What follows belongs to an exercise in optimizing a design on an open flow for small area, a short achievable clock period and few clock cycles; a production flow would make more cautious choices.
At most, simulation tests tie the RTL to the original design; equivalence was not proved.
The RTL of run 8 was laid out without a check of its function.

==> design.v <==
package queen_pkg;
    localparam int MAX_BOARD = 16;
    typedef logic [$clog2(MAX_BOARD)-1:0] coord_t;
    typedef logic [MAX_BOARD-1:0] row_mask_t;
    typedef enum logic [2:0] {
        S_IDLE  = 3'd0,
        S_LOAD  = 3'd1,
        S_BUILD = 3'd2,
        S_PLACE = 3'd3,
        S_BACK  = 3'd4,
        S_EMIT  = 3'd5
    } search_state_t;
endpackage
`timescale 1ns/100ps
module queen_input #(
    parameter int BOARD_N = 12
) (
    input  logic                 in_valid,
    input  queen_pkg::coord_t    col,
    input  logic                 idle,
    input  logic                 accepting,
    output logic                 first_beat,
    output logic [BOARD_N-1:0]   col_we
);
    logic wr_en;
    assign wr_en      = in_valid && accepting;
    assign first_beat = in_valid && idle;
    always_comb begin
        for (int c = 0; c < BOARD_N; c++) begin
            col_we[c] = wr_en && (col == queen_pkg::coord_t'(c));
        end
    end
endmodule
`timescale 1ns/100ps
module queen_attack #(
    parameter int BOARD_N = 12,
    parameter int DW      = 2 * BOARD_N - 1,
    parameter int KILL_D  = 2               
) (
    input  logic [BOARD_N-1:0]   rq,
    input  logic [DW-1:0]        pq,
    input  logic [DW-1:0]        qq,
    input  logic [BOARD_N-1:0]   chk,          
    input  queen_pkg::coord_t    start_q,
    output logic [BOARD_N-1:0]   cand,         
    output logic                 dead          
);
    logic [BOARD_N-1:0] fr [BOARD_N];    
    logic [BOARD_N-1:0] kill;            
    always_comb begin
        for (int d = 0; d < BOARD_N; d++) begin
            for (int r = 0; r < BOARD_N; r++) begin
                fr[d][r] = !(rq[r] || pq[(r - d + DW) % DW] || qq[(r + d) % DW]);
            end
        end
    end
    always_comb begin
        dead = 1'b0;
        for (int d = 1; d < BOARD_N; d++) begin
            if (chk[d] && !(|fr[d])) begin
                dead = 1'b1;
            end
        end
    end
    always_comb begin
        logic [BOARD_N-1:0] left;
        kill = '0;
        for (int r = 0; r < BOARD_N; r++) begin
            for (int d = 1; d <= KILL_D; d++) begin
                left = fr[d];
                left[r] = 1'b0;
                if (r - d >= 0)      left[r - d] = 1'b0;
                if (r + d < BOARD_N) left[r + d] = 1'b0;
                if (chk[d] && !(|left)) begin
                    kill[r] = 1'b1;
                end
            end
        end
    end
    always_comb begin
        for (int r = 0; r < BOARD_N; r++) begin
            cand[r] = fr[0][r] && !kill[r] && (queen_pkg::coord_t'(r) >= start_q);
        end
    end
endmodule
`timescale 1ns/100ps
module queen_search #(
    parameter int BOARD_N = 12,
    parameter int DW      = 2 * BOARD_N - 1
) (
    input  logic                     clk,
    input  logic                     rst_n,
    input  logic                     in_valid,
    input  queen_pkg::coord_t        row,
    input  logic                     first_beat,
    input  logic [BOARD_N-1:0]       col_we,
    input  logic [BOARD_N-1:0]       cand,
    input  logic                     dead,
    output logic                     idle,
    output logic                     accepting,
    output logic [BOARD_N-1:0]       rq,
    output logic [DW-1:0]            pq,
    output logic [DW-1:0]            qq,
    output logic [BOARD_N-1:0]       chk,
    output queen_pkg::coord_t        start_q,
    output logic                     busy_d,
    output logic                     emit_d,
    output logic                     nosol_d,
    output queen_pkg::coord_t        next_row
);
    queen_pkg::search_state_t state_q;
    queen_pkg::search_state_t state_d;
    queen_pkg::coord_t        rw_q [BOARD_N];
    logic [BOARD_N-1:0]       fx_q;
    logic [BOARD_N-1:0]       vr_q;
    logic                     searching;
    logic                     emit;
    logic                     cur_fixed;
    logic [BOARD_N-1:0]       pick_oh;
    queen_pkg::coord_t        pick_row;
    logic                     fail;
    logic                     fwd;
    logic                     back;
    logic                     build_step;
    logic                     place;
    queen_pkg::coord_t        prev_row;
    logic [BOARD_N-1:0]       prev_oh;
    logic                     prev_fixed;
    logic                     conflict;
    logic                     last_col;
    logic                     first_col;
    logic [DW-1:0]            pq_back;
    logic [DW-1:0]            qq_back;
    logic [DW-1:0]            prev_oh_w;
    logic [DW-1:0]            add_w;
    assign idle      = (state_q == queen_pkg::S_IDLE);
    assign accepting = idle || (state_q == queen_pkg::S_LOAD);
    assign emit      = (state_q == queen_pkg::S_EMIT);
    assign searching = (state_q == queen_pkg::S_PLACE) || (state_q == queen_pkg::S_BACK);
    assign cur_fixed = fx_q[0];
    assign last_col  = !vr_q[1];
    assign first_col = vr_q[BOARD_N - 1];
    assign chk       = vr_q & ~fx_q;
    always_comb begin
        pick_oh  = '0;
        pick_row = '0;
        for (int r = BOARD_N - 1; r >= 0; r--) begin
            if (cand[r]) begin
                pick_oh     = '0;
                pick_oh[r]  = 1'b1;
                pick_row    = queen_pkg::coord_t'(r);
            end
        end
    end
    assign fail       = (state_q == queen_pkg::S_BACK) || dead || (!cur_fixed && !(|cand));
    assign fwd        = (state_q == queen_pkg::S_PLACE) && !fail;
    assign place      = fwd && !cur_fixed;
    assign build_step = (state_q == queen_pkg::S_BUILD) ||
                        ((state_q == queen_pkg::S_LOAD) && !in_valid);
    assign back       = (searching && fail && !first_col) || build_step;
    assign prev_row   = rw_q[BOARD_N - 1];
    assign prev_fixed = fx_q[BOARD_N - 1];
    always_comb begin
        prev_oh = '0;
        for (int r = 0; r < BOARD_N; r++) begin
            prev_oh[r] = (prev_row == queen_pkg::coord_t'(r));
        end
    end
    assign prev_oh_w = DW'(prev_oh);
    assign add_w     = place ? DW'(pick_oh) : '0;
    assign pq_back  = {pq[0], pq[DW-1:1]};
    assign qq_back  = {qq[DW-2:0], qq[DW-1]};
    assign conflict = prev_fixed && (|(prev_oh & (rq | pq_back[BOARD_N-1:0] | qq_back[BOARD_N-1:0])));
    always_comb begin
        state_d = state_q;
        nosol_d = 1'b0;
        case (state_q)
            queen_pkg::S_IDLE: begin
                if (in_valid) begin
                    state_d = queen_pkg::S_LOAD;
                end
            end
            queen_pkg::S_LOAD: begin
                if (!in_valid) begin
                    state_d = queen_pkg::S_BUILD;
                end
            end
            queen_pkg::S_BUILD: begin
                if (conflict) begin
                    state_d = queen_pkg::S_IDLE;
                    nosol_d = 1'b1;
                end else if (vr_q[BOARD_N - 2]) begin
                    state_d = queen_pkg::S_PLACE;
                end
            end
            queen_pkg::S_PLACE, queen_pkg::S_BACK: begin
                if (fwd) begin
                    state_d = last_col ? queen_pkg::S_EMIT : queen_pkg::S_PLACE;
                end else if (first_col) begin
                    state_d = queen_pkg::S_IDLE;
                    nosol_d = 1'b1;
                end else begin
                    state_d = prev_fixed ? queen_pkg::S_BACK : queen_pkg::S_PLACE;
                end
            end
            queen_pkg::S_EMIT: begin
                if (vr_q[BOARD_N - 2]) begin
                    state_d = queen_pkg::S_IDLE;
                end
            end
            default: state_d = queen_pkg::S_IDLE;
        endcase
    end
    assign busy_d   = (state_d != queen_pkg::S_IDLE) || nosol_d;
    assign emit_d   = (state_d == queen_pkg::S_EMIT);
    assign next_row = rw_q[1];
    always_ff @(posedge clk or negedge rst_n) begin
        if (!rst_n) begin
            state_q <= queen_pkg::S_IDLE;
        end else begin
            state_q <= state_d;
        end
    end
    always_ff @(posedge clk) begin
        if (fwd) begin
            start_q <= '0;
        end else if (searching && !prev_fixed) begin
            start_q <= prev_row + queen_pkg::coord_t'(1);
        end else if (build_step) begin
            start_q <= '0;
        end
    end
    always_ff @(posedge clk) begin
        if (idle) begin
            vr_q <= '0;
        end else if (fwd) begin
            vr_q <= {1'b0, vr_q[BOARD_N-1:1]};
        end else if (back || emit) begin
            vr_q <= {vr_q[BOARD_N-2:0], 1'b1};
        end
    end
    always_ff @(posedge clk) begin
        if (idle) begin
            rq <= '0;
            pq <= '0;
            qq <= '0;
        end else if (fwd) begin
            rq <= rq | add_w[BOARD_N-1:0];
            pq <= {pq[DW-2:0] | add_w[DW-2:0], pq[DW-1] | add_w[DW-1]};
            qq <= {qq[0] | add_w[0], qq[DW-1:1] | add_w[DW-1:1]};
        end else if (back) begin
            if (build_step) begin
                if (prev_fixed) begin
                    rq <= rq | prev_oh;
                    pq <= pq_back | prev_oh_w;
                    qq <= qq_back | prev_oh_w;
                end else begin
                    pq <= pq_back;
                    qq <= qq_back;
                end
            end else begin
                if (!prev_fixed) begin
                    rq <= rq & ~prev_oh;
                    pq <= pq_back & ~prev_oh_w;
                    qq <= qq_back & ~prev_oh_w;
                end else begin
                    pq <= pq_back;
                    qq <= qq_back;
                end
            end
        end
    end
    always_ff @(posedge clk) begin
        if (accepting && in_valid) begin
            for (int c = 0; c < BOARD_N; c++) begin
                if (col_we[c]) begin
                    rw_q[c] <= row;
                    fx_q[c] <= 1'b1;
                end else if (first_beat) begin
                    fx_q[c] <= 1'b0;
                end
            end
        end else if (fwd || emit) begin
            for (int c = 0; c < BOARD_N - 1; c++) begin
                rw_q[c] <= rw_q[c + 1];
                fx_q[c] <= fx_q[c + 1];
            end
            rw_q[BOARD_N - 1] <= place ? pick_row : rw_q[0];
            fx_q[BOARD_N - 1] <= fx_q[0];
        end else if (back) begin
            for (int c = 1; c < BOARD_N; c++) begin
                rw_q[c] <= rw_q[c - 1];
                fx_q[c] <= fx_q[c - 1];
            end
            rw_q[0] <= rw_q[BOARD_N - 1];
            fx_q[0] <= fx_q[BOARD_N - 1];
        end
    end
endmodule
`timescale 1ns/100ps
module queen_output (
    input  logic                 clk,
    input  logic                 rst_n,
    input  logic                 busy_d,
    input  logic                 emit_d,
    input  logic                 nosol_d,
    input  queen_pkg::coord_t    next_row,
    output logic                 busy,
    output logic                 out_valid,
    output queen_pkg::coord_t    out,
    output logic                 no_solution
);
    always_ff @(posedge clk or negedge rst_n) begin
        if (!rst_n) begin
            busy        <= 1'b0;
            out_valid   <= 1'b0;
            out         <= '0;
            no_solution <= 1'b0;
        end else begin
            busy        <= busy_d;
            out_valid   <= emit_d;
            out         <= emit_d ? next_row : '0;
            no_solution <= nosol_d;
        end
    end
endmodule
`timescale 1ns/100ps
module queen_top #(
    parameter int BOARD_N = 12
) (
    input  logic   clk,
    input  logic   rst_n,
    input  logic   in_valid,
    input  queen_pkg::coord_t row,
    input  queen_pkg::coord_t col,
    output logic   busy,
    output logic   out_valid,
    output queen_pkg::coord_t out,
    output logic   no_solution
);
    localparam int DW = 2 * BOARD_N - 1;
    logic                 idle;
    logic                 accepting;
    logic                 first_beat;
    logic [BOARD_N-1:0]   col_we;
    logic [BOARD_N-1:0]   cand;
    logic                 dead;
    logic [BOARD_N-1:0]   rq;
    logic [DW-1:0]        pq;
    logic [DW-1:0]        qq;
    logic [BOARD_N-1:0]   chk;
    queen_pkg::coord_t    start_q;
    logic                 busy_d;
    logic                 emit_d;
    logic                 nosol_d;
    queen_pkg::coord_t    next_row;
    queen_input #(.BOARD_N(BOARD_N)) u_queen_input (
        .in_valid   (in_valid),
        .col        (col),
        .idle       (idle),
        .accepting  (accepting),
        .first_beat (first_beat),
        .col_we     (col_we)
    );
    queen_attack #(.BOARD_N(BOARD_N), .DW(DW)) u_queen_attack (
        .rq      (rq),
        .pq      (pq),
        .qq      (qq),
        .chk     (chk),
        .start_q (start_q),
        .cand    (cand),
        .dead    (dead)
    );
    queen_search #(.BOARD_N(BOARD_N), .DW(DW)) u_queen_search (
        .clk        (clk),
        .rst_n      (rst_n),
        .in_valid   (in_valid),
        .row        (row),
        .first_beat (first_beat),
        .col_we     (col_we),
        .cand       (cand),
        .dead       (dead),
        .idle       (idle),
        .accepting  (accepting),
        .rq         (rq),
        .pq         (pq),
        .qq         (qq),
        .chk        (chk),
        .start_q    (start_q),
        .busy_d     (busy_d),
        .emit_d     (emit_d),
        .nosol_d    (nosol_d),
        .next_row   (next_row)
    );
    queen_output u_queen_output (
        .clk         (clk),
        .rst_n       (rst_n),
        .busy_d      (busy_d),
        .emit_d      (emit_d),
        .nosol_d     (nosol_d),
        .next_row    (next_row),
        .busy        (busy),
        .out_valid   (out_valid),
        .out         (out),
        .no_solution (no_solution)
    );
endmodule
==> run.sh <==
#!/bin/bash
# synth_recipe.tcl (not shown) runs the flow's synth.tcl, then flattens the netlist and writes it again
# the make line also repeats each setting of config.mk as NAME=value (left out here)
make -C /OpenROAD-flow-scripts/flow DESIGN_CONFIG=/design/flow/config.mk WORK_HOME=/design/flow/orfs CLKGATE_MAP_FILE= SYNTH_SCRIPT=/design/flow/synth_recipe.tcl finish
==> config.mk <==
export PLATFORM = sky130hd
export DESIGN_NAME = queen_top
export DESIGN_NICKNAME = queen_top
export VERILOG_FILES = /design/flow/design.v
export SDC_FILE = /design/flow/constraint.sdc
export NUM_CORES = 4
export LEC_CHECK = 0
export ABC_AREA = 1
export CAP_MARGIN = 20
export CORE_MARGIN = 2
export CORE_UTILIZATION = 40
export SETUP_SLACK_MARGIN = 4.5
export SLEW_MARGIN = 20
==> constraint.sdc <==
create_clock -name core_clock -period 8.0 [get_ports {clk}]
set_input_delay 1.6000 -clock core_clock [delete_from_list [all_inputs] [get_ports {clk}]]
set_output_delay 1.6000 -clock core_clock [all_outputs]
set_load 0.01 [all_outputs]
==> results.toml, run 1 <==
[run_status]
status = "complete, no violations"

[drt]
drt_wl_total_mm = 43.7
wl_per_cell_um = 21.4
drc = 0
first_iter_violations = 1691
firstDrtPassIters = 9
vias = 12000
via_per_inst = 5.88
ant_nets = 0

[setup_path]
ff2ff_setup_slack_ps = 4610
cp.arrival_ps = 3580
crit_fanout = 12
required_ps = 8190
cp-end-kind = "flip-flop"
crit_type = "flip-flop to flip-flop"
critPathLaunchType = "flip-flop"

[placed_design]
port_buffers = 17
placedCellCount = 1980
dpl.hpwl_mm = 28.3
place_area_mm2 = 0.0108
place_congestion = 0.986

[flow_run]
cap_violations = 0

[clock_network]
cts.htree.levels = 4
hold_buffers = 0
clk_pin_slew_ps = 80
clk_path_buf_depth = 2
clock_latency_ps = 450
cts_buffers = 17
cts_tree = "done"
cts_root_buf = "clkbuf_16"
clock-sinks = 144

[finish]
stdcell_count = 2046
final_nets = 1713
post-route-util = 0.464
diodes = 0
n_fill_cell = 2758
drive_gt1_frac = 0.109
area_growth_pct = 14.0
final_cell_area_mm2 = 0.0120

[die]
dieWidth_um = 167
rows = 59
core_mm2 = 0.0260
dieArea_mm2 = 0.0277
ios = 18
die_y_um = 167
floorplan.initialDensity = 0.407

[sta]
slew_viol_final = 0
setup_tns_ps = 0
relSlewSlack = 0.526
holdWs_ps = 478
min_period_ps = 3390
fmax_mhz = 295
report.final.hold_viol_count = 0
fin_worst_skew_ps = 15.3
rsz0062_at_grt = "yes"
period_share = 0.424
worst_pin_slew_ps = 706
setup_viol = 0

[global_route]
overflow = 0
antenna_found_initial = 0
grt_pass1_vias = 11200
grt_first_pass_wirelength_mm = 66.2
grt_max_degree = 73
grt_use_total = 0.303

[logic_synthesis]
seq_area_frac_synth = 0.334
synth_area_mm2 = 0.0106
yosysTopAreaCell = "edfxtp_1"
post_synth.cell_area_avg_um2 = 6.18
synth_nets = 1724
yosysTopAreaCellShare = 0.170
ys.warnings.count = 6
synthTopCellsByArea = "edfxtp_1, nand2_1, dfxtp_1, nor2_1, nand3_1"
yosysUniqueCellTypes = 40
synth_cells = 1709
ys_seq_elements = 144

[min_path]
hold_class = "flip-flop to flip-flop"
hp-start = "u_queen_search.vr_q[0]"
layer usage:
metal  track usage  up-vias  wire length, µm
li1              -     5593                -
met1         0.406     5510            17700
met3        0.0675      175             4730
met2         0.467      757            18900
met4         0.140        0             2360
met5             0        -                0
logic make-up after synthesis:
family                     after synthesis  synth area share
buffers and inverters                  276             0.111
adders and majority gates                4           0.00474
DFF                                    144             0.334
and+or+nand+nor                        992             0.407
AOI/OAI and AO/OA                      292             0.142
xor gates and xnor gates                 1          0.000829
cell usage after synthesis:
cell type,n
nand2_1,412
nor2_1,275
nand3_1,189
inv_1,158
o21ai_0,121
a21oi_1,79
dfxtp_1,74
o21ai_1,66
edfxtp_1,60
nor3_1,41
buf_2,35
clkbuf_1,34
nand4_1,31
inv_2,20
a31oi_1,17
buf_4,12
dfrtp_1,10
nand2_2,10
nand3_2,9
nor4_1,7
buf_6,6
nor2_4,6
nand3b_1,5
o22ai_1,5
buf_1,4
clkinv_1,4
ha_1,4
clkbuf_2,2
or2_2,2
inv_4,1
nand2_8,1
nand3b_2,1
nor2_2,1
nor3_4,1
o21a_1,1
o21bai_2,1
o31ai_1,1
o32ai_1,1
or2_0,1
xor2_1,1
timing repair:
item                                   in CTS  in global routing
endpoints found under the hold margin       0                  0
setup endpoints to repair                 204                196
pin swaps                                   3                  6
buffers inserted                           12                 14
gates cloned                                4                  4
gates resized for setup                    46                 46
state kept, by name, summed over array words and instances (netlist names), named ones only:
name / cells
u_queen_search.qq: 23
u_queen_search.start_q: 4
u_queen_output.busy: 1
u_queen_output.no_solution: 1
u_queen_search.state_q: 3
u_queen_search.vr_q: 12
u_queen_search.pq: 23
u_queen_search.rw_q: 48
u_queen_output.out_valid: 1
u_queen_output.out: 4
u_queen_search.fx_q: 12
cell type report:
class                      instances  area, µm²  share of cell area
clock buffer                      17        425              0.0353
clock inverter                    15        181              0.0151
timing repair buffer              57        562              0.0466
multi-input combinational       1295       6160               0.511
sequential                       144       3550               0.295
inverter                         183        747              0.0620
tap                              335        419              0.0348
per-stage QoR:
stage | setup WS [ps]
2_1_floorplan | 4650
3_3_place_gp | 3260
3_5_place_dp | 3280
4_1_cts | 4460
5_1_grt | 4460
6_report | 4610
critical path, cell delays in order (launching register included):
cell and delay, ps:
dfxtp_2 450, inv_2 200, nand3_1 210, nand2_1 140
nor2_4 220, nand3_1 120, nand3_2 120, nand2_1 130
nor2_4 140, nand2_2 100, inv_2 140, nand2_8 140
nand3_4 200, nand2_8 170, nor3_4 310, buf_12 230
a21oi_1 80
final timing paths:
check	end	cells past startpoint
setup / recovery	u_queen_search.fx_q[7]	16
hold / removal	u_queen_search.vr_q[0]	2
setup reg to reg	u_queen_search.fx_q[7]	16
hold reg to reg	u_queen_search.vr_q[0]	2
max in group asynchronous	u_queen_output.out[2]	1
min in group asynchronous	u_queen_output.out[1]	1
cells in the final DEF, fill, tap and decap left out, types with 17 or more instances in the layout:
master           instances
nand2_1                411
nor2_1                 259
nand3_1                186
inv_1                  147
o21ai_0                117
a21oi_1                 75
o21ai_1                 70
dfxtp_1                 60
edfxtp_1                60
nor3_1                  38
buf_4                   32
nand4_1                 31
inv_2                   19
clkbuf_16               19
nor2_4                  17
a31oi_1                 17
clkdlybuf4s50_1         17
Testbench counts, summed over its fixed seeds: cycles 31,777.
==> run 2, diff against run 1 <==
--- a/config.mk
+++ b/config.mk
@@ -5,7 +5,7 @@
 export SDC_FILE = /design/flow/constraint.sdc
 export NUM_CORES = 4
 export LEC_CHECK = 0
-export ABC_AREA = 1
+export ABC_CLOCK_PERIOD_IN_PS = 3500
 export CAP_MARGIN = 20
 export CORE_MARGIN = 2
 export CORE_UTILIZATION = 40
==> run 2 against run 1 <==
Compared with the run above: final area is 0.58% lower; global-route usage is 0.19 points higher; core utilization is 5.0 points higher; still clean; clock skew is 1.3 ps lower; sequential share of layout area is 1.0 points higher; flip-flop and latch count stayed put; critical endpoint is now u_queen_output.busy; area after synthesis is 11% lower; cell count is 23% lower.
==> results.toml, run 2 <==
[finish]
drive_gt1_frac = 0.222
layout_commonest_cell = "nand2_1"
final_nets = 1257
diodes = 0
reg_top3 = "u_queen_search.rw_q x48, u_queen_search.pq x23, u_queen_search.qq x23"
regMostFlops = "u_queen_search.rw_q"
largest_register_ffs = 48
final_cell_mix = "nand2_1, nor3_1, o21ai_0, nor2_1, buf_4"
area_growth_pct = 27.0

[setup_path]
worst_path_max_delay_cell = "dfxtp_1"
path_buf_inv = 2
crit_fanout = 7
cpPeakStageDelay_ps = 520
critPathMostFrequentCell = "buf_4"
rr_startpoint = "u_queen_search.qq[2]"
required_ps = 8320
cp.arrival_ps = 3990
reg2reg_depth = 12
cp-end-kind = "flip-flop"
ff2ff_setup_slack_ps = 4330
cp-startpoint = "u_queen_search.qq[2]"
cp-endpoint = "u_queen_output.busy"
r2r_end = "u_queen_output.busy"
crit_type = "flip-flop to flip-flop"
critPathLaunchType = "flip-flop"
cp_top_family = "simple AND/OR/NAND/NOR gates"
path_depth = 12
crit_chain = "nor3_1, nor2_2, nand4_1, buf_4, o311a_4, a21o_1, nor4_4, buf_4, a211oi_4, or4_4, a221o_1, or3_1"

[global_route]
antenna_found_initial = 0
grt_use_total = 0.305
grt_first_pass_wirelength_mm = 57.5
grt_max_degree = 63
overflow = 0
grt_pass1_vias = 9593

[sta]
holdWs_ps = 509
fin_worst_skew_ps = 14.0
setup_tns_ps = 0
setup_viol = 0
fmax_mhz = 273
relSlewSlack = 0.264
slew_viol_final = 0
rsz0062_at_grt = "yes"
min_period_ps = 3670
worst_pin_slew_ps = 1100
report.final.hold_viol_count = 0
period_share = 0.459

[clock_network]
cts.htree.levels = 4
clk_pin_slew_ps = 80
cts_root_buf = "clkbuf_16"
clk_path_buf_depth = 2
cts_tree = "done"
cts_buffers = 17
clock-sinks = 144
hold_buffers = 0
clock_latency_ps = 440

[logic_synthesis]
yosysTopAreaCellShare = 0.191
synth_cells = 1222
ys.flop_type = "dfxtp_1"
netlist_top_cells_count = "nor3_1, nand2_1, clkbuf_1"
async_flop_share = 0.0694
synth_area_mm2 = 0.00943
synth_nets = 1237
yosysTopAreaCell = "edfxtp_1"
ys.warnings.count = 6
yosysUniqueCellTypes = 74
synth.most_common_cell = "nor3_1"
synthTopCellsByArea = "edfxtp_1, dfxtp_1, nor3_1, nand2_1, mux2i_1"
post_synth.cell_area_avg_um2 = 7.72
seq_area_frac_synth = 0.375
ys_seq_elements = 144
synth-edff-count = 60

[drt]
firstDrtPassIters = 9
drt_wl_total_mm = 39.7
drc = 0
ant_nets = 0
vias = 10700
wl_met1_mm = 14.9
top_layer_used = "met4"
wl_met2_mm = 16.7
via_per_inst = 6.77
wl_per_cell_um = 25.2
wl_met3_mm = 4.95
first_iter_violations = 1641

[die]
dieArea_mm2 = 0.0248
floorplan.initialDensity = 0.404
core_mm2 = 0.0233
ios = 18
rows = 56
die_y_um = 158
dieWidth_um = 158

[placed_design]
port_buffers = 17
place_congestion = 1.04
dpl.hpwl_mm = 23.7

[flow_run]
cap_violations = 0

[min_path]
hold_class = "flip-flop to flip-flop"

[run_status]
status = "complete, no violations"
==> run 2: cell types whose count changed in the layout (fill, tap and decap cells not counted), moves of 27 or more <==
cell     change
nand2_1    -262
nor2_1     -186
nand3_1    -162
inv_1      -133
nor3_1     +109
o21ai_1     -67
mux2i_1     +42
o21ai_0     -39
buf_4       +37
a31oi_1     +36
dfxtp_4     +28
nand4_1     -27
==> run 2: worst min path at each step <==
stage	end	cells after the start	start
final	u_queen_search.vr_q[4]	1	u_queen_search.vr_q[4]
after detailed placement	u_queen_search.vr_q[4]	1	u_queen_search.vr_q[4]
after CTS	u_queen_search.vr_q[4]	1	u_queen_search.vr_q[4]
after floorplan	u_queen_search.vr_q[7]	1	u_queen_search.vr_q[7]
after global routing	u_queen_search.vr_q[4]	1	u_queen_search.vr_q[4]
after global placement	u_queen_search.vr_q[5]	1	u_queen_search.vr_q[5]
==> run 2: final cells by class <==
type	instances	area [µm²]
clock buffer	17	425
clock inverter	15	173
fill	2196	11400
inverter	14	52.6
multi-input combinational	947	6110
sequential	144	3650
tap	319	399
timing repair buffer	118	1160
==> run 2: what timing repair did <==
| action | in CTS | in global routing |
|---|---|---|
| gates resized for setup | 124 | 96 |
| buffers inserted | 58 | 20 |
| cloned | 3 | 9 |
| pin swaps | 20 | 27 |
| endpoints found under the setup margin | 204 | 197 |
==> run 2: per-stage QoR <==
step / util / worst slack (ps) / std cells / instance area (µm²)
after global routing: 0.513 / 4270 / 1574 / 12000
after CTS: 0.481 / 4390 / 1545 / 11200
after detailed placement: 0.417 / 3130 / 1452 / 9720
after global placement: 0.417 / 3110 / 1452 / 9720
final: 0.513 / 4330 / 1574 / 12000
after floorplan: - / 4500 / 1222 / 9520
==> run 2: cell families after synthesis <==
logic type / count (synthesis) / synth area share
compound gates: 331 / 0.227
fa+ha+maj: 4 / 0.00531
xor+xnor: 2 / 0.00186
flops: 144 / 0.375
simple gates: 565 / 0.291
buf+inv: 134 / 0.0552
mux: 42 / 0.0446
==> run 2: layer usage <==
layer,vias up,GRT usage
met1,4912,0.394
met4,0,0.184
met5,-,0
li1,4616,-
met3,294,0.0809
met2,835,0.456
==> run 2: worst reg2reg max path, stage by stage (launching register included) <==
cell,delay [ps]
dfxtp_1,520
nor3_1,120
nor2_2,240
nand4_1,110
buf_4,180
o311a_4,340
a21o_1,220
nor4_4,440
buf_4,200
a211oi_4,60
or4_4,520
a221o_1,270
or3_1,310
==> run 3, diff against run 2 <==
--- a/config.mk
+++ b/config.mk
@@ -5,9 +5,7 @@
 export SDC_FILE = /design/flow/constraint.sdc
 export NUM_CORES = 4
 export LEC_CHECK = 0
-export ABC_CLOCK_PERIOD_IN_PS = 3500
 export CAP_MARGIN = 20
 export CORE_MARGIN = 2
 export CORE_UTILIZATION = 40
-export SETUP_SLACK_MARGIN = 4.5
 export SLEW_MARGIN = 20
==> run 3 against run 2 <==
Compared with the run above: core utilization shrank 7.3 points; global-route usage shrank 1.8 points; critical path depth fell by 1; clock skew rose by 7.8 ps; first-iteration DRC count fell by 30%; routed wire length decreased by 12%.
==> results.toml, run 3 <==
[run_status]
status = "complete, no violations"

[drt]
drc = 0
drt_wl_total_mm = 35.0
firstDrtPassIters = 8
via_per_inst = 6.49
vias = 9651
ant_nets = 0
wl_per_cell_um = 23.6
first_iter_violations = 1141

[setup_path]
crit_fanout = 62
cpPeakStageDelay_ps = 850
required_ps = 8110
cp-end-kind = "flip-flop"
cp.arrival_ps = 5470
path_depth = 11
path_buf_inv = 1
worst_path_max_delay_cell = "nor2_1"
critPathLaunchType = "flip-flop"
crit_chain = "nor3_1, or2_1, or4_4, nor4_1, o31ai_1, nor4_2, nand3_1, and2_2, buf_4, nor2_1, nand2_1"
cp_top_family = "simple AND/OR/NAND/NOR gates"
crit_type = "flip-flop to flip-flop"
reg2reg_depth = 11

[global_route]
grt_use_total = 0.288
grt_pass1_vias = 8835
overflow = 0
grt_max_degree = 63
antenna_found_initial = 0
grt_first_pass_wirelength_mm = 54.2

[finish]
diodes = 0
n_fill_cell = 2338
drive_gt1_frac = 0.0626
area_growth_pct = 9.00
regMostFlops = "u_queen_search.rw_q"
largest_register_ffs = 48
reg_top3 = "u_queen_search.rw_q x48, u_queen_search.pq x23, u_queen_search.qq x23"
final_cell_mix = "nor3_1, nand2_1, nor2_1, o21ai_0, dfxtp_1"
final_nets = 1169
layout_commonest_cell = "nor3_1"
final_cell_area_mm2 = 0.0103

[logic_synthesis]
ys.warnings.count = 6
synth_nets = 1237
post_synth.cell_area_avg_um2 = 7.72
synth_area_mm2 = 0.00943
yosysUniqueCellTypes = 74
async_flop_share = 0.0694
yosysTopAreaCellShare = 0.191
ys_seq_elements = 144
netlist_top_cells_count = "nor3_1, nand2_1, clkbuf_1"
yosysTopAreaCell = "edfxtp_1"
synth.most_common_cell = "nor3_1"
ys.flop_type = "dfxtp_1"
synth_cells = 1222
synth-edff-count = 60
seq_area_frac_synth = 0.375
synthTopCellsByArea = "edfxtp_1, dfxtp_1, nor3_1, nand2_1, mux2i_1"

[placed_design]
port_buffers = 17
place_area_mm2 = 0.00968
place_congestion = 0.987
dpl.hpwl_mm = 24.0

[clock_network]
clk_path_buf_depth = 2
hold_buffers = 0
cts.htree.levels = 4
clock_latency_ps = 440
cts_setup_buffers = 0
cts_buffers = 17
cts_resized = 0
cts_tree = "done"
clock-sinks = 144
cts_root_buf = "clkbuf_16"
clk_pin_slew_ps = 70

[sta]
period_share = 0.671
min_period_ps = 5360
fmax_mhz = 186
fin_worst_skew_ps = 21.8
setup_viol = 0
report.final.hold_viol_count = 0
slew_viol_final = 0
worst_pin_slew_ps = 1110
rsz0062_at_grt = "no"
setup_tns_ps = 0
relSlewSlack = 0.257

[die]
dieWidth_um = 158
die_y_um = 158
rows = 56
core_mm2 = 0.0233
dieArea_mm2 = 0.0248
floorplan.initialDensity = 0.404
ios = 18

[min_path]
hold_path_depth = 1
hold_class = "flip-flop to flip-flop"

[flow_run]
cap_violations = 0
-- run 3: cell count changes in the layout (fill, tap and decap cells not counted), sizes merged --
cell / before / now
buf: 96 / 16
clkbuf: 22 / 17
a211o: 4 / 2
a21o: 10 / 9
clkinv: 4 / 5
inv: 24 / 23
-- run 3: routing by layer --
layer / routed length, µm / global-route usage
met1: 14700 / 0.397
met3: 3390 / 0.0570
met5: 0 / 0
met2: 15600 / 0.444
met4: 1300 / 0.108
-- run 3: per-stage QoR --
step           utilization  setup WS [ps]  hold slack [ps]  std cells
6_report             0.440           2640              512       1486
5_1_grt              0.440           2360              533       1486
4_1_cts              0.440           2770              515       1486
3_5_place_dp         0.415           2790              496       1454
3_3_place_gp         0.414           2770              502       1453
2_1_floorplan            -           4270              464       1222
-- run 3: cell type report --
| type | count | area, µm² | share of cell area |
|---|---|---|---|
| clock buffers | 17 | 425 | 0.0414 |
| clock inverters | 15 | 175 | 0.0170 |
| inverters | 14 | 52.6 | 0.00511 |
| multi-input cells | 944 | 5400 | 0.526 |
| flip-flops and latches | 144 | 3530 | 0.344 |
| well taps | 319 | 399 | 0.0388 |
| repair buffers | 33 | 290 | 0.0282 |
-- run 3: logic make-up (layout without fill, tap and decap cells) --
group	Yosys count	after routing	share of synthesized area
compound gates	331	331	0.227
xor+xnor	2	2	0.00186
fa+ha+maj	4	4	0.00531
buf+inv	134	79	0.0552
flops	144	144	0.375
mux	42	42	0.0446
simple gates	565	565	0.291
-- run 3: final timing paths --
| path | slack [ps] | end | startpoint |
|---|---|---|---|
| setup / recovery | 2640 | u_queen_search.rw_q[0][0] | flip-flop |
| hold / removal | 510 | u_queen_search.vr_q[4] | u_queen_search.vr_q[4] |
| setup reg to reg | 2640 | u_queen_search.rw_q[0][0] | flip-flop |
| hold reg to reg | 510 | u_queen_search.vr_q[4] | u_queen_search.vr_q[4] |
| max in group asynchronous | 6220 | u_queen_search.state_q[1] | rst_n |
| min in group asynchronous | 1460 | u_queen_output.no_solution | rst_n |
-- run 3: worst reg2reg max path, stage by stage (launching register included) --
cell,delay [ps]
dfxtp_1,830
nor3_1,140
or2_1,330
or4_4,580
nor4_1,510
o31ai_1,260
nor4_2,520
nand3_1,170
and2_2,200
buf_4,320
nor2_1,870
nand2_1,310
==> run 4, diff against run 3 <==
--- a/config.mk
+++ b/config.mk
@@ -5,7 +5,9 @@
 export SDC_FILE = /design/flow/constraint.sdc
 export NUM_CORES = 4
 export LEC_CHECK = 0
+export ABC_AREA = 1
 export CAP_MARGIN = 20
 export CORE_MARGIN = 2
 export CORE_UTILIZATION = 40
+export SETUP_SLACK_MARGIN = 5
 export SLEW_MARGIN = 20
==> run 4 against run 3 <==
Compared with the run above: still clean on timing, DRC and antenna; critical path depth grew 7; die area grew 12%; area after synthesis increased by 12%; setup slack improved by 2300 ps; largest cell class unchanged.
==> results.toml, run 4 <==
[run_status]
status = "complete, no violations"

[setup_path]
crit_type = "flip-flop to flip-flop"
cp-end-kind = "flip-flop"
reg2reg_depth = 18
crit_fanout = 15
cp-endpoint = "u_queen_search.qq[10]"
cp.arrival_ps = 3420
required_ps = 8340
cp-startpoint = "u_queen_search.qq[12]"
critPathLaunchType = "flip-flop"
rr_startpoint = "u_queen_search.qq[12]"
r2r_end = "u_queen_search.qq[10]"
ff2ff_setup_slack_ps = 4930

[die]
dieArea_mm2 = 0.0277
die_y_um = 167
floorplan.initialDensity = 0.407
rows = 59
ios = 18
dieWidth_um = 167
core_mm2 = 0.0260

[logic_synthesis]
ys.flop_type = "dfxtp_1"
yosysTopAreaCellShare = 0.170
synth_area_mm2 = 0.0106
async_flop_share = 0.0694
synth_nets = 1724
synthSimpleGateAreaFrac = 0.407
synth_cells = 1709
synth.most_common_cell = "nand2_1"
synth-adder-area-share = 0.00474
seq_area_frac_synth = 0.334
synth_compound_area_frac = 0.142
yosysUniqueCellTypes = 40
ys_seq_elements = 144
synth-edff-count = 60
synthTopCellsByArea = "edfxtp_1, nand2_1, dfxtp_1, nor2_1, nand3_1"
post_synth.cell_area_avg_um2 = 6.18
ys.warnings.count = 6
yosysTopAreaCell = "edfxtp_1"
synth.mux.area_fraction = 0
netlist_top_cells_count = "nand2_1, nor2_1, nand3_1"
synth_xor_area_frac = 0.000829
synth_top_family_by_area = "simple AND/OR/NAND/NOR gates"

[drt]
wl_per_cell_um = 22.5
firstDrtPassIters = 13
via_per_inst = 6.15
drc = 0
vias = 12900
ant_nets = 0
drt_wl_total_mm = 47.2
first_iter_violations = 1858

[sta]
fmax_mhz = 325
min_period_ps = 3070
slew_viol_final = 0
fin_ws_ps = 4930
setup_viol = 0
relSlewSlack = 0.282
period_share = 0.384
fin_worst_skew_ps = 24.0
setup_tns_ps = 0
holdWs_ps = 455
worst_pin_slew_ps = 1080
rsz0062_at_grt = "yes"
report.final.hold_viol_count = 0

[global_route]
grt_use_total = 0.324
overflow = 0
grt_pass1_vias = 11800
antenna_found_initial = 0
grt_max_degree = 43
grt_first_pass_wirelength_mm = 70.2

[clock_network]
clock-sinks = 144
clk_pin_slew_ps = 80
cts_root_buf = "clkbuf_16"
cts_tree = "done"
cts.htree.levels = 4
clock_latency_ps = 460
cts_buffers = 17
clk_path_buf_depth = 2

[placed_design]
dpl.hpwl_mm = 28.2
port_buffers = 17
place_congestion = 1.01
place_ws_ps = 2760

[finish]
n_fill_cell = 2587
reg_top3 = "u_queen_search.rw_q x48, u_queen_search.pq x23, u_queen_search.qq x23"
layout_commonest_cell = "nand2_1"
largest_register_ffs = 48
diodes = 0
drive_gt1_frac = 0.222
area_growth_pct = 27.6
final_nets = 1770
final_cell_mix = "nand2_1, nor2_1, nand3_1, inv_1, o21ai_0"
regMostFlops = "u_queen_search.rw_q"

[min_path]
hold_class = "flip-flop to flip-flop"

[flow_run]
cap_violations = 0
-- run 4: cell types whose count changed after synthesis, sizes merged, moves of 68 or more --
cell and change:
clkbuf -68, nor2 +199, nor3 -127, nand3 +173
nand2 +259, inv +165, o21ai +104
-- run 4: worst min-delay path by stage --
| stage | cells after the start | endpoint | slack [ps] | startpoint |
|---|---|---|---|---|
| floorplan | 2 | u_queen_search.vr_q[0] | 430 | u_queen_search.vr_q[0] |
| global placement | 2 | u_queen_search.vr_q[0] | 440 | u_queen_search.vr_q[0] |
| detailed placement | 2 | u_queen_search.vr_q[0] | 440 | u_queen_search.vr_q[0] |
| CTS | 2 | u_queen_search.vr_q[0] | 460 | u_queen_search.vr_q[0] |
| global route | 2 | u_queen_search.vr_q[0] | 480 | u_queen_search.vr_q[0] |
| finish | 2 | u_queen_search.vr_q[0] | 450 | u_queen_search.vr_q[0] |
-- run 4: critical path: stages, from the launching register on --
cell        delay [ps]
dfxtp_4            430
inv_2              150
nand3_2            130
nand2_2             90
nor2_4             250
buf_4              160
nand3_1            150
nand3_1            170
inv_1               50
nand2_1             70
nor2_2              50
buf_6              130
nand4_1            200
clkinvlp_4         120
buf_4              200
nand2_1            250
nand3_1            140
nor2_1             160
nor2_1              60
-- run 4: stage by stage --
stage / instances / util / cell area [µm²]
3_3_place_gp: 1978 / 0.415 / 10800
6_report: 2103 / 0.519 / 13500
4_1_cts: 2065 / 0.485 / 12600
3_5_place_dp: 1978 / 0.415 / 10800
5_1_grt: 2103 / 0.519 / 13500
2_1_floorplan: 1709 / - / 10600
-- run 4: routing by layer --
layer	track usage	up-vias	wire, µm
met1	0.417	5909	17800
met2	0.488	962	19900
li1	-	5751	-
met4	0.191	2	3470
met5	0	-	58
met3	0.0905	300	5920
-- run 4: logic make-up (layout without fill, tap and decap cells) --
group                      after synthesis  after routing
DFF                                    144            144
xor gates and xnor gates                 1              1
and+or+nand+nor                        992           1008
buffers and inverters                  276            319
AOI/OAI and AO/OA                      292            292
adders and majority gates                4              4
-- run 4: final cells by class --
| type | count | area, µm² | share of cell area |
|---|---|---|---|
| multi-input combinational | 1305 | 6900 | 0.512 |
| sequential | 144 | 3610 | 0.268 |
| timing repair buffer | 103 | 1130 | 0.0840 |
| inverter | 183 | 796 | 0.0590 |
| clock buffer | 17 | 425 | 0.0316 |
| tap | 335 | 419 | 0.0311 |
| clock inverter | 15 | 188 | 0.0139 |
| timing repair inverter | 1 | 7.51 | 0.000557 |
-- run 4: timing repair --
| item | 4_1_cts | 5_1_grt |
|---|---|---|
| setup buffers | 36 | 32 |
| resized for setup | 188 | 152 |
| endpoints found under the setup margin | 204 | 200 |
| hold buffers | 0 | 0 |
| cloned | 19 | 6 |
| pin swaps | 19 | 38 |
==> run 5, diff against run 4 <==
--- a/design.v
+++ b/design.v
@@ -35,7 +35,7 @@
 module queen_attack #(
     parameter int BOARD_N = 12,
     parameter int DW      = 2 * BOARD_N - 1,
-    parameter int KILL_D  = 2               
+    parameter int KILL_D  = 3               
 ) (
     input  logic [BOARD_N-1:0]   rq,
     input  logic [DW-1:0]        pq,
--- a/config.mk
+++ b/config.mk
@@ -8,6 +8,6 @@
 export ABC_AREA = 1
 export CAP_MARGIN = 20
 export CORE_MARGIN = 2
-export CORE_UTILIZATION = 40
+export CORE_UTILIZATION = 60
 export SETUP_SLACK_MARGIN = 5
 export SLEW_MARGIN = 20
==> run 5 against run 4 <==
Compared with the run above: the run now fails in 5_1_grt; area after synthesis up 7.8%; synthesized cell count up 8.5%.
==> results.toml, run 5 <==
[logic_synthesis]
ys.flop_type = "dfxtp_1"
seq_area_frac_synth = 0.310
ys_seq_elements = 144
yosysTopAreaCell = "edfxtp_1"
post_synth.cell_area_avg_um2 = 6.14
synth_cells = 1855
yosysUniqueCellTypes = 40
synthTopCellsByArea = "edfxtp_1, nand2_1, dfxtp_1, nand3_1, nor2_1"
ys.warnings.count = 6
async_flop_share = 0.0694
yosysTopAreaCellShare = 0.158
synth_nets = 1870
netlist_top_cells_count = "nand2_1, nor2_1, nand3_1"
synth-edff-count = 60
synth_area_mm2 = 0.0114
synth.most_common_cell = "nand2_1"

[clock_network]
cts_buffers = 17
clk_path_buf_depth = 2
cts_root_buf = "clkbuf_16"
cts.htree.levels = 4
clock-sinks = 144

[die]
dieWidth_um = 142
ios = 18
die_y_um = 142
floorplan.initialDensity = 0.611
rows = 50

[sta]
crit_endpoint = "u_queen_search.rw_q[9][2]$_DFFE_PP_/D"
endpoint_type = "register input"

[placed_design]
place_ws_ps = 2810
dpl.hpwl_mm = 31.9
placedCellCount = 2010
place_congestion = 1.07
port_buffers = 17

[run_status]
error = "[ERROR GRT-0232] Routing congestion too high. Check the congestion heatmap in the GUI."
stop_stage = "5_1_grt"
status = "did not finish"

[global_route]
grt_use_total = 0.727
grt_max_degree = 52
overflow = 12
-- run 5: cell count changes after synthesis, sizes merged, moves of 3 or more --
cell / before / now
nand2: 423 / 489
nand4: 31 / 84
o21ai: 187 / 155
nand3: 198 / 223
nor2: 282 / 258
a21oi: 79 / 98
nor3: 42 / 59
inv: 179 / 193
clkbuf: 36 / 43
buf: 57 / 63
o22ai: 5 / 1
or2: 3 / 0
-- run 5: cell families after synthesis --
group | count (synthesis) | share of synthesized area
xor gates and xnor gates | 1 | 0.000769
DFF | 144 | 0.310
AOI/OAI and AO/OA | 276 | 0.125
adders and majority gates | 4 | 0.00439
and+or+nand+nor | 1127 | 0.442
buffers and inverters | 303 | 0.118
-- run 5: how the worst max path moves through the flow --
| stage | startpoint | to | slack, ps | cells past startpoint |
|---|---|---|---|---|
| 4_1_cts | in_valid | u_queen_search.rw_q[7][2] | 4980 | 10 |
| 3_5_place_dp | u_queen_search.qq[10] | u_queen_search.rw_q[8][3] | 2810 | 15 |
| 3_3_place_gp | u_queen_search.qq[10] | u_queen_search.rw_q[7][3] | 2730 | 15 |
| 2_1_floorplan | in_valid | u_queen_search.pq[13] | 4910 | 9 |
-- run 5: metrics by stage --
stage	hold slack (ps)	instance area, µm²
after detailed placement	456	11400
after floorplan	428	11400
after global placement	441	11400
after CTS	466	13500
-- run 5: per-layer routing --
layer | global-route usage | GRT overflow
met1 | 0.751 | 0
met2 | 0.872 | 8
met3 | 0.574 | 0
met4 | 0.684 | 4
met5 | 0.351 | 0
-- run 5: what timing repair did --
item | CTS
setup endpoints to repair | 204
resized for setup | 226
hold buffers | 0
cloned | 20
buffers inserted | 53
pin swaps | 20
Testbench counts of run 5, summed over its fixed seeds: cycles 29,213.
==> run 6, diff against run 5 <==
--- a/config.mk
+++ b/config.mk
@@ -8,6 +8,6 @@
 export ABC_AREA = 1
 export CAP_MARGIN = 20
 export CORE_MARGIN = 2
-export CORE_UTILIZATION = 60
+export CORE_UTILIZATION = 40
 export SETUP_SLACK_MARGIN = 5
 export SLEW_MARGIN = 20
==> run 6 against run 5 <==
Compared with the run above: the run now finishes clean; synthesized cell count unchanged; area after synthesis unchanged.
==> results.toml, run 6 <==
[logic_synthesis]
synth.mux.area_fraction = 0
post_synth.cell_area_avg_um2 = 6.14
netlist_top_cells_count = "nand2_1, nor2_1, nand3_1"
synth_xor_area_frac = 0.000769
synth.most_common_cell = "nand2_1"
synthSimpleGateAreaFrac = 0.442
synth_compound_area_frac = 0.125
synth_nets = 1870
ys.warnings.count = 6
ys.flop_type = "dfxtp_1"
async_flop_share = 0.0694
seq_area_frac_synth = 0.310
synth_area_mm2 = 0.0114
synth_top_family_by_area = "simple AND/OR/NAND/NOR gates"
synth_cells = 1855
synth-adder-area-share = 0.00439
ys_seq_elements = 144
yosysTopAreaCell = "edfxtp_1"
yosysUniqueCellTypes = 40
yosysTopAreaCellShare = 0.158
synthTopCellsByArea = "edfxtp_1, nand2_1, dfxtp_1, nand3_1, nor2_1"
synth-edff-count = 60

[global_route]
overflow = 0
grt_first_pass_wirelength_mm = 79.0
grt_max_degree = 56
grt_pass1_vias = 12800
antenna_found_initial = 2
grt_use_total = 0.344

[finish]
diodes = 0
layout_commonest_cell = "nand2_1"
drive_gt1_frac = 0.243
area_growth_pct = 28.4
regMostFlops = "u_queen_search.rw_q"
reg_top3 = "u_queen_search.rw_q x48, u_queen_search.pq x23, u_queen_search.qq x23"
post-route-util = 0.524
final_cell_mix = "nand2_1, nor2_1, nand3_1, inv_1, o21ai_1"
n_fill_cell = 2844
largest_register_ffs = 48
stdcell_count = 2307
final_cell_area_mm2 = 0.0146
final_nets = 1931

[drt]
first_iter_violations = 2125
vias = 14200
firstDrtPassIters = 7
via_per_inst = 6.15
ant_nets = 0
drc = 0
wl_per_cell_um = 23.3
drt_wl_total_mm = 53.7

[sta]
report.final.hold_viol_count = 0
period_share = 0.383
rsz0062_at_grt = "yes"
setup_viol = 0
setup_tns_ps = 0
slew_viol_final = 0
fmax_mhz = 327
relSlewSlack = 0.0825
fin_worst_skew_ps = 14.3
worst_pin_slew_ps = 1370
min_period_ps = 3060

[die]
dieWidth_um = 173
ios = 18
die_y_um = 173
floorplan.initialDensity = 0.408
core_mm2 = 0.0279
rows = 61
dieArea_mm2 = 0.0298

[setup_path]
cp.arrival_ps = 3260
crit_type = "flip-flop to flip-flop"
cpPeakStageDelay_ps = 360
reg2reg_depth = 17
r2r_end = "u_queen_search.rw_q[5][3]"
crit_fanout = 7
worst_path_max_delay_cell = "dfxtp_4"
ff2ff_setup_slack_ps = 4940
cp_top_family = "simple AND/OR/NAND/NOR gates"
critPathLaunchType = "flip-flop"
path_buf_inv = 3
cp-endpoint = "u_queen_search.rw_q[5][3]"
required_ps = 8200
crit_chain = "clkinvlp_4, nand3_2, nand2_4, nor2_4, nand3b_1, nand2_2, nor2_2, nor2_4, nand2_4, nor2_8, nand2_8, nand3_4, nand2_8, nor3_4, buf_6, buf_16, nor2_4"
path_depth = 17
critPathMostFrequentCell = "nor2_4"
cp-end-kind = "flip-flop"

[min_path]
hold_class = "flip-flop to flip-flop"

[clock_network]
clk_path_buf_depth = 2
cts_tree = "done"
clk_pin_slew_ps = 70
clock-sinks = 144
cts_buffers = 17
clock_latency_ps = 450
cts.htree.levels = 4
cts_root_buf = "clkbuf_16"

[placed_design]
port_buffers = 17
place_area_mm2 = 0.0116
place_congestion = 1.02
placedCellCount = 2156
dpl.hpwl_mm = 34.5

[flow_run]
cap_violations = 0

[run_status]
status = "complete, no violations"
[run 6: cell counts after synthesis]
Identical to the previous run, type by type.
[run 6: timing repair]
item                       CTS  global route
setup buffers               54            45
gates resized for setup    203           195
cloned                      15             5
hold buffers                 0             0
pin swaps                   23            54
setup endpoints to repair  204           203
[run 6: metrics by stage]
| step | setup WS, ps | hold WS, ps |
|---|---|---|
| floorplan | 4910 | 428 |
| global placement | 2600 | 472 |
| detailed placement | 2610 | 472 |
| CTS | 4990 | 481 |
| global route | 4860 | 500 |
| finish | 4940 | 490 |
[run 6: logic make-up after synthesis]
family          count (synthesis)
compound gates                276
xor+xnor                        1
fa+ha+maj                       4
buf+inv                       303
flops                         144
simple gates                 1127
[run 6: layer usage]
| layer | vias up | global-route usage | part of all wire |
|---|---|---|---|
| li1 | 6329 | - | - |
| met1 | 6529 | 0.430 | 0.37 |
| met2 | 1061 | 0.536 | 0.44 |
| met3 | 259 | 0.0831 | 0.12 |
| met4 | 4 | 0.214 | 0.072 |
| met5 | - | 0 | 0.00054 |
[run 6: cell type report]
class	count	area, µm²	share of cell area
inverters	197	858	0.0587
clock inverters	15	143	0.00975
well taps	378	473	0.0323
flip-flops and latches	144	3650	0.249
repair buffers	133	1340	0.0919
multi-input cells	1423	7740	0.529
clock buffers	17	425	0.0291
[run 6: how the worst min path moves through the flow]
stage | from | endpoint | slack, ps | cells after the start
CTS | u_queen_search.vr_q[0] | u_queen_search.vr_q[0] | 480 | 2
global route | u_queen_search.vr_q[0] | u_queen_search.vr_q[0] | 500 | 2
global placement | u_queen_search.vr_q[0] | u_queen_search.vr_q[0] | 470 | 2
finish | u_queen_search.vr_q[0] | u_queen_search.vr_q[0] | 490 | 2
detailed placement | u_queen_search.vr_q[0] | u_queen_search.vr_q[0] | 470 | 2
floorplan | u_queen_search.vr_q[0] | u_queen_search.vr_q[0] | 430 | 2
[run 6: tightest hold or removal path: cells and delay by family (launching register included)]
family / cells / cell delay [ps]
compound gates: 1 / 60
flops: 1 / 330
buf+inv: 1 / 60
==> run 7, diff against run 6 <==
--- a/config.mk
+++ b/config.mk
@@ -9,5 +9,5 @@
 export CAP_MARGIN = 20
 export CORE_MARGIN = 2
 export CORE_UTILIZATION = 40
-export SETUP_SLACK_MARGIN = 5
+export SETUP_SLACK_MARGIN = 4
 export SLEW_MARGIN = 20
==> run 7 against run 6 <==
Compared with the run above: highest routed layer is now met4; routed wire length shrank 8.2%; first-iteration DRC count is 9.3% lower; core utilization shrank 7.5 points; non-clock buffer count is 81 lower; setup slack got worse by 830 ps; sequential share of layout area increased by 3.3 points; fmax decreased by 21%; still clean; die area is the same.
==> results.toml, run 7 <==
[setup_path]
crit_type = "input port to flip-flop"
crit_fanout = 37
required_ps = 8350
ff2ff_setup_slack_ps = 4120
reg2reg_depth = 14
cp.arrival_ps = 4240
critPathLaunchType = "input port"
cp-end-kind = "flip-flop"

[finish]
final_cell_mix = "nand2_1, nor2_1, nand3_1, inv_1, o21ai_1"
diodes = 0
layout_commonest_cell = "nand2_1"
post-route-util = 0.449
largest_register_ffs = 48
final_nets = 1840
reg_top3 = "u_queen_search.rw_q x48, u_queen_search.pq x23, u_queen_search.qq x23"
area_growth_pct = 10.1
regMostFlops = "u_queen_search.rw_q"
n_fill_cell = 3048
drive_gt1_frac = 0.0990

[logic_synthesis]
synth_nets = 1870
seq_area_frac_synth = 0.310
ys.warnings.count = 6
netlist_top_cells_count = "nand2_1, nor2_1, nand3_1"
yosysTopAreaCellShare = 0.158
post_synth.cell_area_avg_um2 = 6.14
yosysTopAreaCell = "edfxtp_1"
yosysUniqueCellTypes = 40
synth_area_mm2 = 0.0114
synthTopCellsByArea = "edfxtp_1, nand2_1, dfxtp_1, nand3_1, nor2_1"
synth-edff-count = 60
ys_seq_elements = 144
synth_cells = 1855
synth.most_common_cell = "nand2_1"
async_flop_share = 0.0694
ys.flop_type = "dfxtp_1"

[drt]
drt_wl_total_mm = 49.3
via_per_inst = 5.94
wl_per_cell_um = 22.2
first_iter_violations = 1928
drc = 0
firstDrtPassIters = 6
vias = 13200
ant_nets = 0

[clock_network]
cts_buffers = 17
clock_latency_ps = 450
cts_root_buf = "clkbuf_16"
clk_pin_slew_ps = 70
hold_buffers = 0
clk_path_buf_depth = 2
cts_tree = "done"
clock-sinks = 144
cts.htree.levels = 4

[sta]
rsz0062_at_grt = "yes"
fin_ws_ps = 4110
min_period_ps = 3890
setup_viol = 0
worst_pin_slew_ps = 672
slew_viol_final = 0
setup_tns_ps = 0
fmax_mhz = 257
fin_worst_skew_ps = 14.7
relSlewSlack = 0.551
report.final.hold_viol_count = 0
period_share = 0.486

[die]
rows = 61
floorplan.initialDensity = 0.408
dieWidth_um = 173
dieArea_mm2 = 0.0298
ios = 18
core_mm2 = 0.0279
die_y_um = 173

[min_path]
hold_class = "flip-flop to flip-flop"
hold_path_depth = 2

[global_route]
grt_max_degree = 83
grt_pass1_vias = 11900
grt_use_total = 0.324
antenna_found_initial = 0
overflow = 0
grt_first_pass_wirelength_mm = 74.5

[placed_design]
place_congestion = 0.987
dpl.hpwl_mm = 34.4
place_ws_ps = 2290
port_buffers = 17

[flow_run]
cap_violations = 0

[run_status]
status = "complete, no violations"
## run 7: cell counts after synthesis
Identical to the previous run, type by type.
## run 7: worst max-delay path, stage by stage
cell and delay [ps]:
clkdlybuf4s50_1 460, inv_1 60, nand4_1 90, inv_1 80, nor2_2 110, buf_4 440, clkinv_1 420, nand2_1 170
nand3_2 380, nand2_1 240, nand2_1 70, nand2_1 60, nor2_1 40
## run 7: cell type report
type,instances,area [µm²],area share
Clock buffer,17,425,0.0339
Clock inverter,15,168,0.0134
Inverter,197,772,0.0616
Multi-Input combinational cell,1413,6690,0.533
Sequential cell,144,3540,0.282
Tap cell,378,473,0.0377
Timing Repair Buffer,52,473,0.0377
## run 7: per-stage QoR
stage / hold WS [ps] / area, µm² / instances
floorplan: 428 / 11400 / 1855
global placement: 451 / 11500 / 2156
detailed placement: 455 / 11500 / 2156
CTS: 464 / 12300 / 2200
global route: 506 / 12500 / 2216
finish: 458 / 12500 / 2216
## run 7: timing repair
item	CTS	global route
endpoints found under the setup margin	198	191
pin swaps	4	2
gates resized for setup	13	26
buffers inserted	7	16
gates cloned	5	0
## run 7: metal layers
metal  global-route usage  wire, µm  part of all wire
met5                    0         0                 0
met4                0.148      2350             0.048
met3               0.0631      4660             0.095
met2                0.504     22000              0.45
met1                0.437     20300              0.41
## run 7: path summary, 6_finish.rpt
kind | startpoint | endpoint
max in group asynchronous | rst_n | u_queen_search.state_q[1]
worst max-delay path | in_valid | flip-flop
min in group asynchronous | rst_n | u_queen_output.no_solution
worst min-delay path | u_queen_search.vr_q[0] | u_queen_search.vr_q[0]
worst max register to register | flip-flop | u_queen_search.rw_q[8][0]
worst min register to register | u_queen_search.vr_q[0] | u_queen_search.vr_q[0]
## run 7: cells by family (layout without fill, tap and decap cells)
family / count (synthesis) / after routing / synth area share
simple gates: 1127 / 1132 / 0.442
flops: 144 / 144 / 0.310
xor+xnor: 1 / 1 / 0.000769
compound gates: 276 / 276 / 0.125
buf+inv: 303 / 281 / 0.118
fa+ha+maj: 4 / 4 / 0.00439
==> run 8, diff against run 7 <==
--- a/design.v
+++ b/design.v
@@ -55,12 +55,20 @@
         end
     end
     always_comb begin
+        logic [BOARD_N-1:0] cov;
         dead = 1'b0;
+        cov  = fr[0];
         for (int d = 1; d < BOARD_N; d++) begin
-            if (chk[d] && !(|fr[d])) begin
-                dead = 1'b1;
+            if (chk[d]) begin
+                cov = cov | fr[d];
+                if (!(|fr[d])) begin
+                    dead = 1'b1;
+                end
             end
         end
+        if (|(~rq & ~cov)) begin
+            dead = 1'b1;
+        end
     end
     always_comb begin
         logic [BOARD_N-1:0] left;
--- a/config.mk
+++ b/config.mk
@@ -9,5 +9,5 @@
 export CAP_MARGIN = 20
 export CORE_MARGIN = 2
 export CORE_UTILIZATION = 40
-export SETUP_SLACK_MARGIN = 4
+export SETUP_SLACK_MARGIN = 5
 export SLEW_MARGIN = 20
==> run 8 against run 7 <==
Compared with the run above: routed wire length is 19% higher; synthesized cell count is 0.70% higher; global-route usage is 3.4 points higher; hold slack better by 25 ps; sequential share of layout area is 5.2 points lower; non-clock buffer count is 120 higher; core utilization is 9.7 points higher; via count is 18% higher; still clean; cell count is 6.9% higher; fmax is 21% higher.
==> results.toml, run 8 <==
[run_status]
status = "complete, no violations"

[flow_run]
cap_violations = 0

[die]
dieWidth_um = 175
core_mm2 = 0.0289
floorplan.initialDensity = 0.408
rows = 62
die_y_um = 175
dieArea_mm2 = 0.0308
ios = 18

[logic_synthesis]
async_flop_share = 0.0694
ys.warnings.count = 6
netlist_top_cells_count = "nand2_1, nor2_1, nand3_1"
ys.flop_type = "dfxtp_1"
seq_area_frac_synth = 0.300
synth_area_mm2 = 0.0118
synth-edff-count = 60
synth_cells = 1868
ys_seq_elements = 144
yosysTopAreaCell = "edfxtp_1"
synth_nets = 1883
synth.most_common_cell = "nand2_1"
yosysTopAreaCellShare = 0.153
post_synth.cell_area_avg_um2 = 6.30
yosysUniqueCellTypes = 46
synthTopCellsByArea = "edfxtp_1, nand2_1, dfxtp_1, nand3_1, nor2_1"

[sta]
setup_tns_ps = 0
slew_viol_final = 0
min_period_ps = 3210
setup_viol = 0
period_share = 0.401
worst_pin_slew_ps = 1060
fmax_mhz = 312
rsz0062_at_grt = "yes"
report.final.hold_viol_count = 0
fin_worst_skew_ps = 14.8
relSlewSlack = 0.290

[clock_network]
clock_latency_ps = 440
cts_tree = "done"
cts.htree.levels = 4
clock-sinks = 144
hold_buffers = 0
clk_pin_slew_ps = 70
cts_buffers = 17
cts_root_buf = "clkbuf_16"
clk_path_buf_depth = 2

[min_path]
hold_class = "flip-flop to flip-flop"
min_to = "u_queen_search.vr_q[7]"
hp-start = "u_queen_search.vr_q[7]"
hold_path_depth = 2

[drt]
ant_nets = 0
firstDrtPassIters = 9
vias = 15500
drc = 0
wl_per_cell_um = 24.8
first_iter_violations = 3025
drt_wl_total_mm = 58.8
via_per_inst = 6.55

[finish]
reg_top3 = "u_queen_search.rw_q x48, u_queen_search.pq x23, u_queen_search.qq x23"
final_cell_mix = "nand2_1, nor2_1, nand3_1, inv_1, buf_4"
post-route-util = 0.546
regMostFlops = "u_queen_search.rw_q"
diodes = 0
seq_area_mm2 = 0.00363
n_fill_cell = 2775
layout_commonest_cell = "nand2_1"
largest_register_ffs = 48
area_growth_pct = 33.8
drive_gt1_frac = 0.291
multi_input_area_mm2 = 0.00817
final_nets = 1988

[setup_path]
crit_type = "flip-flop to flip-flop"
path_buf_inv = 3
cp-end-kind = "flip-flop"
worst_path_max_delay_cell = "nor4_1"
ff2ff_setup_slack_ps = 4790
crit_chain = "nor2_1, inv_1, nor4_1, nand4_1, nand2_2, nor2_8, buf_4, nand3_1, nand4_4, inv_6, nand2_1, nor2_1, nor2_1, nor2_1"
crit_fanout = 6
r2r_end = "u_queen_search.pq[5]"
required_ps = 8360
rr_startpoint = "u_queen_search.start_q[3]"
reg2reg_depth = 14
cp_top_family = "simple AND/OR/NAND/NOR gates"
critPathLaunchType = "flip-flop"
cpPeakStageDelay_ps = 490
critPathMostFrequentCell = "nor2_1"
cp.arrival_ps = 3570

[placed_design]
dpl.hpwl_mm = 36.1
place_congestion = 1.03
port_buffers = 17

[global_route]
grt_use_total = 0.358
grt_first_pass_wirelength_mm = 83.7
antenna_found_initial = 0
overflow = 0
grt_pass1_vias = 13700
grt_max_degree = 62
run 8: cell count changes in the layout (fill, tap and decap cells not counted), moves of 40 or more:
cell	change
buf_4	+64
o21ai_0	+40
nand2_1	-106
a21oi_1	-42
inv_1	-49
nand2_2	+44
run 8: area by class of cell:
type                    count  share of cell area
clock inverters            11              0.0112
repair buffers            172               0.119
inverters                 176              0.0547
well taps                 384              0.0305
flip-flops and latches    144               0.230
repair inverters            7             0.00540
multi-input cells        1455               0.519
clock buffers              21              0.0300
run 8: worst max-delay path by stage:
stage / from / to / depth (start not counted)
global placement: in_valid / u_queen_search.rw_q[6][3] / 10
CTS: u_queen_search.pq[5] / u_queen_search.fx_q[10] / 18
detailed placement: in_valid / u_queen_search.rw_q[8][0] / 10
finish: u_queen_search.start_q[3] / u_queen_search.pq[5] / 14
global route: u_queen_search.vr_q[4] / u_queen_search.pq[5] / 20
floorplan: in_valid / u_queen_search.rw_q[4][0] / 10
run 8: routing by layer:
layer,vias up,GRT usage,wire [µm]
li1,6595,-,-
met1,7118,0.470,21800
met2,1425,0.513,24000
met3,376,0.137,8900
met4,0,0.176,4150
met5,-,0,0
run 8: through the flow:
| step | hold slack, ps | worst slack (ps) | cell area, µm² | std cells |
|---|---|---|---|---|
| after floorplan | 458 | 4950 | 11800 | 1868 |
| after global placement | 475 | 2950 | 11900 | 2172 |
| after detailed placement | 470 | 2920 | 11900 | 2172 |
| after CTS | 478 | 4970 | 14000 | 2292 |
| after global routing | 503 | 4770 | 15700 | 2370 |
| final | 483 | 4790 | 15700 | 2370 |
run 8: cells by family after synthesis:
family                     after synthesis  share of synthesized area
adders and majority gates                4                    0.00425
DFF                                    144                      0.300
and+or+nand+nor                       1066                      0.419
AOI/OAI and AO/OA                      375                      0.171
xor gates and xnor gates                 1                   0.000745
buffers and inverters                  278                      0.105
run 8: worst min-delay path, cell delays in order (launching register included):
cell,delay (ps)
dfxtp_1,320
nand2_1,60
a21oi_1,50
run 8: timing repair:
action,4_1_cts,5_1_grt
resized for setup,218,295
endpoints found under the setup margin,204,200
gates cloned,12,13
buffers inserted,76,65
pin swaps,36,60

[separate check: timing with driven ports]
The flow's constraints put no driver on any port. The routed layouts listed below were extracted and timed again, unchanged, in two steps. Step 1, drivers: a clkbuf_16 drives clk and a buf_2 each remaining input, both assumed. Step 2, shift: input delay + t, output delay - t, t = (earliest + latest rising clock arrival at the registers) / 2. This alone moves slack from input paths to output paths. Slacks: no drivers / after step 1 / after step 2; pairs: no drivers / after step 1.
| run | t (ns) | setup WS [ns] | hold slack, ns | worst setup path at the end |
|---|---|---|---|---|
| run 1 | 0.496 | 4.608 / 4.608 / 4.236 | 0.478 / 0.478 / 0.478 | input to register |
| run 2 | 0.485 | 4.331 / 4.331 / 3.943 | 0.509 / 0.509 / 0.509 | input to register |
| run 3 | 0.479 | 2.635 / 2.635 / 2.635 | 0.512 / 0.512 / 0.512 | register to register |
| run 4 | 0.500 | 4.926 / 4.926 / 4.786 | 0.455 / 0.455 / 0.455 | input to register |
| run 6 | 0.497 | 4.939 / 4.939 / 4.597 | 0.490 / 0.490 / 0.490 | input to register |
| run 7 | 0.492 | 4.112 / 4.117 / 3.626 | 0.458 / 0.458 / 0.458 | input to register |
| run 8 | 0.488 | 4.795 / 4.795 / 4.525 | 0.483 / 0.483 / 0.483 | input to register |
After both steps setup and hold are still met in every run listed. For run 7, which loses most, drivers alone change the setup slack by +0.005 ns; drivers and shift together by -0.486 ns.
